This is an optimization exercise on Yosys and OpenROAD, whose aim is small area and a short achievable clock period, not a production implementation. RTL that was checked went through simulation tests only; none was proved equivalent to the original. No activity file was given, so power comes from the tool's default toggle rates.

==> lagoon: inputs <==
==> flow/design.v (excerpt) <==
module flow_switch_top (
	input  logic                        clk,
	input  logic                        reset_L,
	input  logic                        i_psel,
	input  logic                        i_penable,
	input  logic                        i_pwrite,
	input  logic [4-1:0]          i_paddr,
	input  logic [8-1:0]          i_pwdata,
	output logic [8-1:0]          o_prdata,
	output logic                        o_pready,
	output logic                        o_pslverr,
	input  logic [4-1:0]          i_push,
	input  logic [4*6-1:0]  i_in_data,
	input  logic [4-1:0]          i_pop,
	output logic [4*6-1:0]  o_out_data,
	output logic [4-1:0]          o_out_empty
);
==> module fifo16_out, before the edit <==
module fifo16_out (
	input  logic       clk,
	input  logic       reset_L,
	input  logic       i_wr,
	input  logic [3:0] i_wr_data,
	input  logic       i_rd,
	input  logic [3:0] i_af,
	input  logic       i_af_wr,
	input  logic [3:0] i_af_wdata,
	output logic [3:0] o_head,
	output logic       o_empty,
	output logic       o_af,
	output logic       o_underrun
);
	logic [3:0] head;
	logic [3:0] body [16-1];
	logic [4:0] fill;
	logic [4:0] fill_next;
	logic [3:0] bidx;
	logic       empty;
	logic       af;
	logic       underrun;
	logic       b_empty;
	logic       rd_ok;
	logic       up;
	logic       dn;
	assign b_empty = (fill[4:1] == 4'd0);
	assign rd_ok   = i_rd && !empty;
	assign up      = i_wr && !rd_ok;
	assign dn      = rd_ok && !i_wr;
	assign bidx    = 4'(fill - 5'd2);
	always_ff @(posedge clk) begin
		if (i_wr && !empty) begin
			body[0] <= i_wr_data;
			for (int k = 1; k < 16-1; k++)
				body[k] <= body[k-1];
		end
	end
	always_ff @(posedge clk) begin
		if (rd_ok && !b_empty)
			head <= body[bidx];
		else if (i_wr && (empty || rd_ok))
			head <= i_wr_data;
	end
	assign fill_next = up ? fill + 5'd1 : dn ? fill - 5'd1 : fill;
	assign af = (fill >= {1'b0, i_af});
	always_ff @(posedge clk) begin
		if (!reset_L) begin
			fill     <= 5'd0;
			empty    <= 1'b1;
			underrun <= 1'b0;
		end else begin
			fill  <= fill_next;
			empty <= (fill_next == 5'd0);
			if (i_rd)
				underrun <= empty;
		end
	end
	assign o_head     = head;
	assign o_empty    = empty;
	assign o_af       = af;
	assign o_underrun = underrun;
endmodule
==> flow/config.mk <==
export PLATFORM = sky130hd
export DESIGN_NAME = flow_switch_top
export DESIGN_NICKNAME = flow_switch_top
export VERILOG_FILES = /design/flow/design.v
export SDC_FILE = /design/flow/constraint.sdc
export NUM_CORES = 4
export LEC_CHECK = 0
export CAP_MARGIN = 20
export CORE_MARGIN = 2
export CORE_UTILIZATION = 45
export CTS_BUF_LIST = sky130_fd_sc_hd__clkbuf_8
export CTS_CLUSTER_DIAMETER = 50
export CTS_CLUSTER_SIZE = 16
export PLACE_DENSITY = 0.6
export SETUP_SLACK_MARGIN = 2.2
export SLEW_MARGIN = 20
==> flow/constraint.sdc <==
create_clock -name core_clock -period 5.0 [get_ports {clk}]
set_input_delay 1.0000 -clock core_clock [delete_from_list [all_inputs] [get_ports {clk}]]
set_output_delay 1.0000 -clock core_clock [all_outputs]
set_load 0.01 [all_outputs]
standard.sh (not shown) runs the stock make flow with config.mk's settings and CLKGATE_MAP_FILE= SYNTH_SCRIPT=/design/flow/synth_recipe.tcl, a recipe that flattens the netlist after the stock synthesis.
==> flow/flow/run.sh <==
#!/bin/bash
# Standard synthesis, then the combinational logic re-mapped by ABC with a
# delay target (registers untouched), then the standard layout steps.
set -euo pipefail
W=$(pwd)
R=$W/orfs/results/$FLOW_PLATFORM/flow_switch_top/base
LIB=$FLOW_HOME/platforms/sky130hd/lib/sky130_fd_sc_hd__tt_025C_1v80.lib
DELAY=${REMAP_DELAY_PS:-2000}
bash standard.sh synth > $W/synth.log 2>&1
cp $R/1_2_yosys.v $W/std_synth.v
sed -e "s|@LIB@|$LIB|g" -e "s|@IN@|$W/std_synth.v|g" -e "s|@OUT@|$W/remap.v|g" \
    -e "s|@DELAY@|$DELAY|g" -e "s|@CONSTR@|$W/flow/abc.constr|g" flow/remap.ys.in > $W/remap.ys
yosys -s $W/remap.ys > $W/remap.log 2>&1
cp $W/remap.v $R/1_2_yosys.v
rm -f $R/1_synth.odb $R/1_synth.sdc
bash standard.sh MATCH_CELL_FOOTPRINT=0 'BUFFER_PORTS_ARGS=-buffer_cell sky130_fd_sc_hd__buf_2' finish > $W/finish.log 2>&1
==> flow/flow/abc.constr <==
set_driving_cell sky130_fd_sc_hd__buf_1
set_load 5
==> flow/flow/remap.ys.in <==
# Re-map the combinational logic of the standard synthesis, delay first.
# Registers stay the instances the standard synthesis made.
read_liberty -ignore_miss_func @LIB@
read_verilog @IN@
hierarchy -top flow_switch_top
setattr -mod -set keep_hierarchy 1 sky130_fd_sc_hd__dfbbn_1 sky130_fd_sc_hd__dfbbn_2 sky130_fd_sc_hd__dfbbp_1 sky130_fd_sc_hd__dfrbp_1 sky130_fd_sc_hd__dfrbp_2 sky130_fd_sc_hd__dfrtn_1 sky130_fd_sc_hd__dfrtp_1 sky130_fd_sc_hd__dfrtp_2 sky130_fd_sc_hd__dfrtp_4 sky130_fd_sc_hd__dfsbp_1 sky130_fd_sc_hd__dfsbp_2 sky130_fd_sc_hd__dfstp_1 sky130_fd_sc_hd__dfstp_2 sky130_fd_sc_hd__dfstp_4 sky130_fd_sc_hd__dfxbp_1 sky130_fd_sc_hd__dfxbp_2 sky130_fd_sc_hd__dfxtp_1 sky130_fd_sc_hd__dfxtp_2 sky130_fd_sc_hd__dfxtp_4 sky130_fd_sc_hd__dlclkp_1 sky130_fd_sc_hd__dlclkp_2 sky130_fd_sc_hd__dlclkp_4 sky130_fd_sc_hd__dlrbn_1 sky130_fd_sc_hd__dlrbn_2 sky130_fd_sc_hd__dlrbp_1 sky130_fd_sc_hd__dlrbp_2 sky130_fd_sc_hd__dlrtn_1 sky130_fd_sc_hd__dlrtn_2 sky130_fd_sc_hd__dlrtn_4 sky130_fd_sc_hd__dlrtp_1 sky130_fd_sc_hd__dlrtp_2 sky130_fd_sc_hd__dlrtp_4 sky130_fd_sc_hd__dlxbn_1 sky130_fd_sc_hd__dlxbn_2 sky130_fd_sc_hd__dlxbp_1 sky130_fd_sc_hd__dlxtn_1 sky130_fd_sc_hd__dlxtn_2 sky130_fd_sc_hd__dlxtn_4 sky130_fd_sc_hd__dlxtp_1 sky130_fd_sc_hd__edfxbp_1 sky130_fd_sc_hd__edfxtp_1 sky130_fd_sc_hd__lpflow_inputisolatch_1 sky130_fd_sc_hd__sdfbbn_1 sky130_fd_sc_hd__sdfbbn_2 sky130_fd_sc_hd__sdfbbp_1 sky130_fd_sc_hd__sdfrbp_1 sky130_fd_sc_hd__sdfrbp_2 sky130_fd_sc_hd__sdfrtn_1 sky130_fd_sc_hd__sdfrtp_1 sky130_fd_sc_hd__sdfrtp_2 sky130_fd_sc_hd__sdfrtp_4 sky130_fd_sc_hd__sdfsbp_1 sky130_fd_sc_hd__sdfsbp_2 sky130_fd_sc_hd__sdfstp_1 sky130_fd_sc_hd__sdfstp_2 sky130_fd_sc_hd__sdfstp_4 sky130_fd_sc_hd__sdfxbp_1 sky130_fd_sc_hd__sdfxbp_2 sky130_fd_sc_hd__sdfxtp_1 sky130_fd_sc_hd__sdfxtp_2 sky130_fd_sc_hd__sdfxtp_4 sky130_fd_sc_hd__sdlclkp_1 sky130_fd_sc_hd__sdlclkp_2 sky130_fd_sc_hd__sdlclkp_4 sky130_fd_sc_hd__sedfxbp_1 sky130_fd_sc_hd__sedfxbp_2 sky130_fd_sc_hd__sedfxtp_1 sky130_fd_sc_hd__sedfxtp_2 sky130_fd_sc_hd__sedfxtp_4
setattr -set keep 1 t:sky130_fd_sc_hd__df* t:sky130_fd_sc_hd__edf* t:sky130_fd_sc_hd__sdf* t:sky130_fd_sc_hd__dl*
flatten
opt_clean
# The APB read-data cone first, for delay alone: ABC cannot see that its
# inputs arrive late and its outputs are due early
select -set rdcone o:o_prdata o:o_pslverr %u %ci*:-sky130_fd_sc_hd__dfxtp_1[Q,D]:-sky130_fd_sc_hd__edfxtp_1[Q,D,DE]
abc -D 100 -constr @CONSTR@ -liberty @LIB@ -dont_use sky130_fd_sc_hd__probe_p_8 -dont_use sky130_fd_sc_hd__probec_p_8 -dont_use sky130_fd_sc_hd__lpflow_bleeder_1 -dont_use sky130_fd_sc_hd__lpflow_clkbufkapwr_1 -dont_use sky130_fd_sc_hd__lpflow_clkbufkapwr_16 -dont_use sky130_fd_sc_hd__lpflow_clkbufkapwr_2 -dont_use sky130_fd_sc_hd__lpflow_clkbufkapwr_4 -dont_use sky130_fd_sc_hd__lpflow_clkbufkapwr_8 -dont_use sky130_fd_sc_hd__lpflow_clkinvkapwr_1 -dont_use sky130_fd_sc_hd__lpflow_clkinvkapwr_16 -dont_use sky130_fd_sc_hd__lpflow_clkinvkapwr_2 -dont_use sky130_fd_sc_hd__lpflow_clkinvkapwr_4 -dont_use sky130_fd_sc_hd__lpflow_clkinvkapwr_8 -dont_use sky130_fd_sc_hd__lpflow_decapkapwr_12 -dont_use sky130_fd_sc_hd__lpflow_decapkapwr_3 -dont_use sky130_fd_sc_hd__lpflow_decapkapwr_4 -dont_use sky130_fd_sc_hd__lpflow_decapkapwr_6 -dont_use sky130_fd_sc_hd__lpflow_decapkapwr_8 -dont_use sky130_fd_sc_hd__lpflow_inputiso0n_1 -dont_use sky130_fd_sc_hd__lpflow_inputiso0p_1 -dont_use sky130_fd_sc_hd__lpflow_inputiso1n_1 -dont_use sky130_fd_sc_hd__lpflow_inputiso1p_1 -dont_use sky130_fd_sc_hd__lpflow_inputisolatch_1 -dont_use sky130_fd_sc_hd__lpflow_isobufsrc_1 -dont_use sky130_fd_sc_hd__lpflow_isobufsrc_16 -dont_use sky130_fd_sc_hd__lpflow_isobufsrc_2 -dont_use sky130_fd_sc_hd__lpflow_isobufsrc_4 -dont_use sky130_fd_sc_hd__lpflow_isobufsrc_8 -dont_use sky130_fd_sc_hd__lpflow_isobufsrckapwr_16 -dont_use sky130_fd_sc_hd__lpflow_lsbuf_lh_hl_isowell_tap_1 -dont_use sky130_fd_sc_hd__lpflow_lsbuf_lh_hl_isowell_tap_2 -dont_use sky130_fd_sc_hd__lpflow_lsbuf_lh_hl_isowell_tap_4 -dont_use sky130_fd_sc_hd__lpflow_lsbuf_lh_isowell_4 -dont_use sky130_fd_sc_hd__lpflow_lsbuf_lh_isowell_tap_1 -dont_use sky130_fd_sc_hd__lpflow_lsbuf_lh_isowell_tap_2 -dont_use sky130_fd_sc_hd__lpflow_lsbuf_lh_isowell_tap_4 -dont_use sky130_fd_sc_hd__fill_1 -dont_use sky130_fd_sc_hd__fill_2 -dont_use sky130_fd_sc_hd__fill_4 -dont_use sky130_fd_sc_hd__fill_8  @rdcone
select -clear
abc -D @DELAY@ -liberty @LIB@ -dont_use sky130_fd_sc_hd__probe_p_8 -dont_use sky130_fd_sc_hd__probec_p_8 -dont_use sky130_fd_sc_hd__lpflow_bleeder_1 -dont_use sky130_fd_sc_hd__lpflow_clkbufkapwr_1 -dont_use sky130_fd_sc_hd__lpflow_clkbufkapwr_16 -dont_use sky130_fd_sc_hd__lpflow_clkbufkapwr_2 -dont_use sky130_fd_sc_hd__lpflow_clkbufkapwr_4 -dont_use sky130_fd_sc_hd__lpflow_clkbufkapwr_8 -dont_use sky130_fd_sc_hd__lpflow_clkinvkapwr_1 -dont_use sky130_fd_sc_hd__lpflow_clkinvkapwr_16 -dont_use sky130_fd_sc_hd__lpflow_clkinvkapwr_2 -dont_use sky130_fd_sc_hd__lpflow_clkinvkapwr_4 -dont_use sky130_fd_sc_hd__lpflow_clkinvkapwr_8 -dont_use sky130_fd_sc_hd__lpflow_decapkapwr_12 -dont_use sky130_fd_sc_hd__lpflow_decapkapwr_3 -dont_use sky130_fd_sc_hd__lpflow_decapkapwr_4 -dont_use sky130_fd_sc_hd__lpflow_decapkapwr_6 -dont_use sky130_fd_sc_hd__lpflow_decapkapwr_8 -dont_use sky130_fd_sc_hd__lpflow_inputiso0n_1 -dont_use sky130_fd_sc_hd__lpflow_inputiso0p_1 -dont_use sky130_fd_sc_hd__lpflow_inputiso1n_1 -dont_use sky130_fd_sc_hd__lpflow_inputiso1p_1 -dont_use sky130_fd_sc_hd__lpflow_inputisolatch_1 -dont_use sky130_fd_sc_hd__lpflow_isobufsrc_1 -dont_use sky130_fd_sc_hd__lpflow_isobufsrc_16 -dont_use sky130_fd_sc_hd__lpflow_isobufsrc_2 -dont_use sky130_fd_sc_hd__lpflow_isobufsrc_4 -dont_use sky130_fd_sc_hd__lpflow_isobufsrc_8 -dont_use sky130_fd_sc_hd__lpflow_isobufsrckapwr_16 -dont_use sky130_fd_sc_hd__lpflow_lsbuf_lh_hl_isowell_tap_1 -dont_use sky130_fd_sc_hd__lpflow_lsbuf_lh_hl_isowell_tap_2 -dont_use sky130_fd_sc_hd__lpflow_lsbuf_lh_hl_isowell_tap_4 -dont_use sky130_fd_sc_hd__lpflow_lsbuf_lh_isowell_4 -dont_use sky130_fd_sc_hd__lpflow_lsbuf_lh_isowell_tap_1 -dont_use sky130_fd_sc_hd__lpflow_lsbuf_lh_isowell_tap_2 -dont_use sky130_fd_sc_hd__lpflow_lsbuf_lh_isowell_tap_4 -dont_use sky130_fd_sc_hd__fill_1 -dont_use sky130_fd_sc_hd__fill_2 -dont_use sky130_fd_sc_hd__fill_4 -dont_use sky130_fd_sc_hd__fill_8 
opt_clean -purge
splitnets
opt_clean -purge
hilomap -singleton -hicell sky130_fd_sc_hd__conb_1 HI -locell sky130_fd_sc_hd__conb_1 LO
insbuf -buf sky130_fd_sc_hd__buf_4 A X
rename -hide w:* i:* o:* %u %d
select flow_switch_top
stat -liberty @LIB@
write_verilog -noattr -nohex -nodec -selected @OUT@
==> inputs of pepper, as changes to lagoon <==
--- a/flow/design.v
+++ b/flow/design.v
@@ -354,2 +354,5 @@
 	logic       dn;
+	logic       af_up;
+	logic       af_hold;
+	logic       af_dn;
 	assign b_empty = (fill[4:1] == 4'd0);
@@ -373,3 +376,5 @@
 	assign fill_next = up ? fill + 5'd1 : dn ? fill - 5'd1 : fill;
-	assign af = (fill >= {1'b0, i_af});
+	assign af_up   = ({1'b0, fill} + 6'd1 >= {2'b0, i_af});
+	assign af_hold = (fill >= {1'b0, i_af});
+	assign af_dn   = (fill > {1'b0, i_af});
 	always_ff @(posedge clk) begin
@@ -378,2 +383,3 @@
 			empty    <= 1'b1;
+			af       <= 1'b0;
 			underrun <= 1'b0;
@@ -382,2 +388,6 @@
 			empty <= (fill_next == 5'd0);
+			if (i_af_wr)
+				af <= (fill_next >= {1'b0, i_af_wdata});
+			else
+				af <= up ? af_up : dn ? af_dn : af_hold;
 			if (i_rd)
--- a/flow/flow/run.sh
+++ b/flow/flow/run.sh
@@ -11,3 +11,3 @@
 sed -e "s|@LIB@|$LIB|g" -e "s|@IN@|$W/std_synth.v|g" -e "s|@OUT@|$W/remap.v|g" \
-    -e "s|@DELAY@|$DELAY|g" -e "s|@CONSTR@|$W/flow/abc.constr|g" flow/remap.ys.in > $W/remap.ys
+    -e "s|@DELAY@|$DELAY|g" flow/remap.ys.in > $W/remap.ys
 yosys -s $W/remap.ys > $W/remap.log 2>&1
@@ -15,2 +15,2 @@
 rm -f $R/1_synth.odb $R/1_synth.sdc
-bash standard.sh MATCH_CELL_FOOTPRINT=0 'BUFFER_PORTS_ARGS=-buffer_cell sky130_fd_sc_hd__buf_2' finish > $W/finish.log 2>&1
+bash standard.sh finish > $W/finish.log 2>&1
--- a/flow/flow/remap.ys.in
+++ b/flow/flow/remap.ys.in
@@ -9,7 +9,2 @@
 opt_clean
-# The APB read-data cone first, for delay alone: ABC cannot see that its
-# inputs arrive late and its outputs are due early
-select -set rdcone o:o_prdata o:o_pslverr %u %ci*:-sky130_fd_sc_hd__dfxtp_1[Q,D]:-sky130_fd_sc_hd__edfxtp_1[Q,D,DE]
-abc -D 100 -constr @CONSTR@ -liberty @LIB@ -dont_use sky130_fd_sc_hd__probe_p_8 -dont_use sky130_fd_sc_hd__probec_p_8 -dont_use sky130_fd_sc_hd__lpflow_bleeder_1 -dont_use sky130_fd_sc_hd__lpflow_clkbufkapwr_1 -dont_use sky130_fd_sc_hd__lpflow_clkbufkapwr_16 -dont_use sky130_fd_sc_hd__lpflow_clkbufkapwr_2 -dont_use sky130_fd_sc_hd__lpflow_clkbufkapwr_4 -dont_use sky130_fd_sc_hd__lpflow_clkbufkapwr_8 -dont_use sky130_fd_sc_hd__lpflow_clkinvkapwr_1 -dont_use sky130_fd_sc_hd__lpflow_clkinvkapwr_16 -dont_use sky130_fd_sc_hd__lpflow_clkinvkapwr_2 -dont_use sky130_fd_sc_hd__lpflow_clkinvkapwr_4 -dont_use sky130_fd_sc_hd__lpflow_clkinvkapwr_8 -dont_use sky130_fd_sc_hd__lpflow_decapkapwr_12 -dont_use sky130_fd_sc_hd__lpflow_decapkapwr_3 -dont_use sky130_fd_sc_hd__lpflow_decapkapwr_4 -dont_use sky130_fd_sc_hd__lpflow_decapkapwr_6 -dont_use sky130_fd_sc_hd__lpflow_decapkapwr_8 -dont_use sky130_fd_sc_hd__lpflow_inputiso0n_1 -dont_use sky130_fd_sc_hd__lpflow_inputiso0p_1 -dont_use sky130_fd_sc_hd__lpflow_inputiso1n_1 -dont_use sky130_fd_sc_hd__lpflow_inputiso1p_1 -dont_use sky130_fd_sc_hd__lpflow_inputisolatch_1 -dont_use sky130_fd_sc_hd__lpflow_isobufsrc_1 -dont_use sky130_fd_sc_hd__lpflow_isobufsrc_16 -dont_use sky130_fd_sc_hd__lpflow_isobufsrc_2 -dont_use sky130_fd_sc_hd__lpflow_isobufsrc_4 -dont_use sky130_fd_sc_hd__lpflow_isobufsrc_8 -dont_use sky130_fd_sc_hd__lpflow_isobufsrckapwr_16 -dont_use sky130_fd_sc_hd__lpflow_lsbuf_lh_hl_isowell_tap_1 -dont_use sky130_fd_sc_hd__lpflow_lsbuf_lh_hl_isowell_tap_2 -dont_use sky130_fd_sc_hd__lpflow_lsbuf_lh_hl_isowell_tap_4 -dont_use sky130_fd_sc_hd__lpflow_lsbuf_lh_isowell_4 -dont_use sky130_fd_sc_hd__lpflow_lsbuf_lh_isowell_tap_1 -dont_use sky130_fd_sc_hd__lpflow_lsbuf_lh_isowell_tap_2 -dont_use sky130_fd_sc_hd__lpflow_lsbuf_lh_isowell_tap_4 -dont_use sky130_fd_sc_hd__fill_1 -dont_use sky130_fd_sc_hd__fill_2 -dont_use sky130_fd_sc_hd__fill_4 -dont_use sky130_fd_sc_hd__fill_8  @rdcone
-select -clear
 abc -D @DELAY@ -liberty @LIB@ -dont_use sky130_fd_sc_hd__probe_p_8 -dont_use sky130_fd_sc_hd__probec_p_8 -dont_use sky130_fd_sc_hd__lpflow_bleeder_1 -dont_use sky130_fd_sc_hd__lpflow_clkbufkapwr_1 -dont_use sky130_fd_sc_hd__lpflow_clkbufkapwr_16 -dont_use sky130_fd_sc_hd__lpflow_clkbufkapwr_2 -dont_use sky130_fd_sc_hd__lpflow_clkbufkapwr_4 -dont_use sky130_fd_sc_hd__lpflow_clkbufkapwr_8 -dont_use sky130_fd_sc_hd__lpflow_clkinvkapwr_1 -dont_use sky130_fd_sc_hd__lpflow_clkinvkapwr_16 -dont_use sky130_fd_sc_hd__lpflow_clkinvkapwr_2 -dont_use sky130_fd_sc_hd__lpflow_clkinvkapwr_4 -dont_use sky130_fd_sc_hd__lpflow_clkinvkapwr_8 -dont_use sky130_fd_sc_hd__lpflow_decapkapwr_12 -dont_use sky130_fd_sc_hd__lpflow_decapkapwr_3 -dont_use sky130_fd_sc_hd__lpflow_decapkapwr_4 -dont_use sky130_fd_sc_hd__lpflow_decapkapwr_6 -dont_use sky130_fd_sc_hd__lpflow_decapkapwr_8 -dont_use sky130_fd_sc_hd__lpflow_inputiso0n_1 -dont_use sky130_fd_sc_hd__lpflow_inputiso0p_1 -dont_use sky130_fd_sc_hd__lpflow_inputiso1n_1 -dont_use sky130_fd_sc_hd__lpflow_inputiso1p_1 -dont_use sky130_fd_sc_hd__lpflow_inputisolatch_1 -dont_use sky130_fd_sc_hd__lpflow_isobufsrc_1 -dont_use sky130_fd_sc_hd__lpflow_isobufsrc_16 -dont_use sky130_fd_sc_hd__lpflow_isobufsrc_2 -dont_use sky130_fd_sc_hd__lpflow_isobufsrc_4 -dont_use sky130_fd_sc_hd__lpflow_isobufsrc_8 -dont_use sky130_fd_sc_hd__lpflow_isobufsrckapwr_16 -dont_use sky130_fd_sc_hd__lpflow_lsbuf_lh_hl_isowell_tap_1 -dont_use sky130_fd_sc_hd__lpflow_lsbuf_lh_hl_isowell_tap_2 -dont_use sky130_fd_sc_hd__lpflow_lsbuf_lh_hl_isowell_tap_4 -dont_use sky130_fd_sc_hd__lpflow_lsbuf_lh_isowell_4 -dont_use sky130_fd_sc_hd__lpflow_lsbuf_lh_isowell_tap_1 -dont_use sky130_fd_sc_hd__lpflow_lsbuf_lh_isowell_tap_2 -dont_use sky130_fd_sc_hd__lpflow_lsbuf_lh_isowell_tap_4 -dont_use sky130_fd_sc_hd__fill_1 -dont_use sky130_fd_sc_hd__fill_2 -dont_use sky130_fd_sc_hd__fill_4 -dont_use sky130_fd_sc_hd__fill_8 
Settings changed: CTS_BUF_LIST sky130_fd_sc_hd__clkbuf_8 to not set, CTS_CLUSTER_DIAMETER 50 to not set, CTS_CLUSTER_SIZE 16 to not set.
removed: flow/flow/abc.constr
==> comparison table <==
item	lagoon	pepper
Status	no timing/DRC/antenna violations	no timing/DRC/antenna violations
Element type at the critical path start	flop	primary input
Setup clock skew after layout	0.0345 ns	0.0275 ns
Worst reg-to-reg setup slack	1.92 ns	2.24 ns
Worst supply voltage drop on vdd	0.260 mV	0.226 mV
Met1 global-route usage	30.9%	30.2%
Worst slew margin relative to its limit	29.3%	31.5%
Number of instances in the synthesized netlist	1,953	2,042
Total setup buffers inserted after CTS	35	6
Non-clock inverters	25	46
Die Width	257 um	258 um
First-pass iteration count of the detailed router	6	8
Worst path buffer plus inverter count	8	2
Slowest Stage Delay on Critical Path	0.44 ns	0.28 ns
Pwr/cell area	386 nW/um2	448 nW/um2
Sequential standard cell area	21,200 um2	21,300 um2
Worst Setup End Kind	flop	output pin
Routability congestion estimate from global placement	0.901	0.897
Sequential logic power	7.18 mW	7.34 mW
FF-to-FF Start	g_ch[3].u_out_fifo.fill[0]	g_ch[3].u_in_fifo.head[4]
Clk sink count	737	741
Number of DRC markers in iteration 0	2,528	2,429
For lagoon, only the layout was checked, not whether the RTL still works.

-- what the ideal ports hide --
In the flow no input, the clock included, has a driving cell. The finished layouts below were timed again as built, in two steps.
Step 1 assumes that a clkbuf_16 drives the clock port and a buf_2 every other input.
Step 2 moves the port delays by t, midway between the first and last clock arrival at a register: inputs arrive t later, outputs are due t later. That takes back most of the time a late clock gives input paths.
a / b / c = ideal ports / drivers / drivers and shift; a / b = the first two.
| run | shift t [ns] | setup WS [ns] | worst setup path at the end | slew at the worst register clock pin (ns) | pins driven straight from the clock port |
|---|---|---|---|---|---|
| lagoon | 0.746 | 1.924 / 1.924 / 1.709 | input to register | 0.11 / 0.11 | 1 |
| pepper | 0.674 | 2.162 / 2.126 / 1.650 | input to register | 0.07 / 0.07 | 1 |
After both steps every run listed still meets setup and hold. For pepper, which loses most, drivers alone change the setup slack by -0.036 ns; drivers and shift together by -0.512 ns.
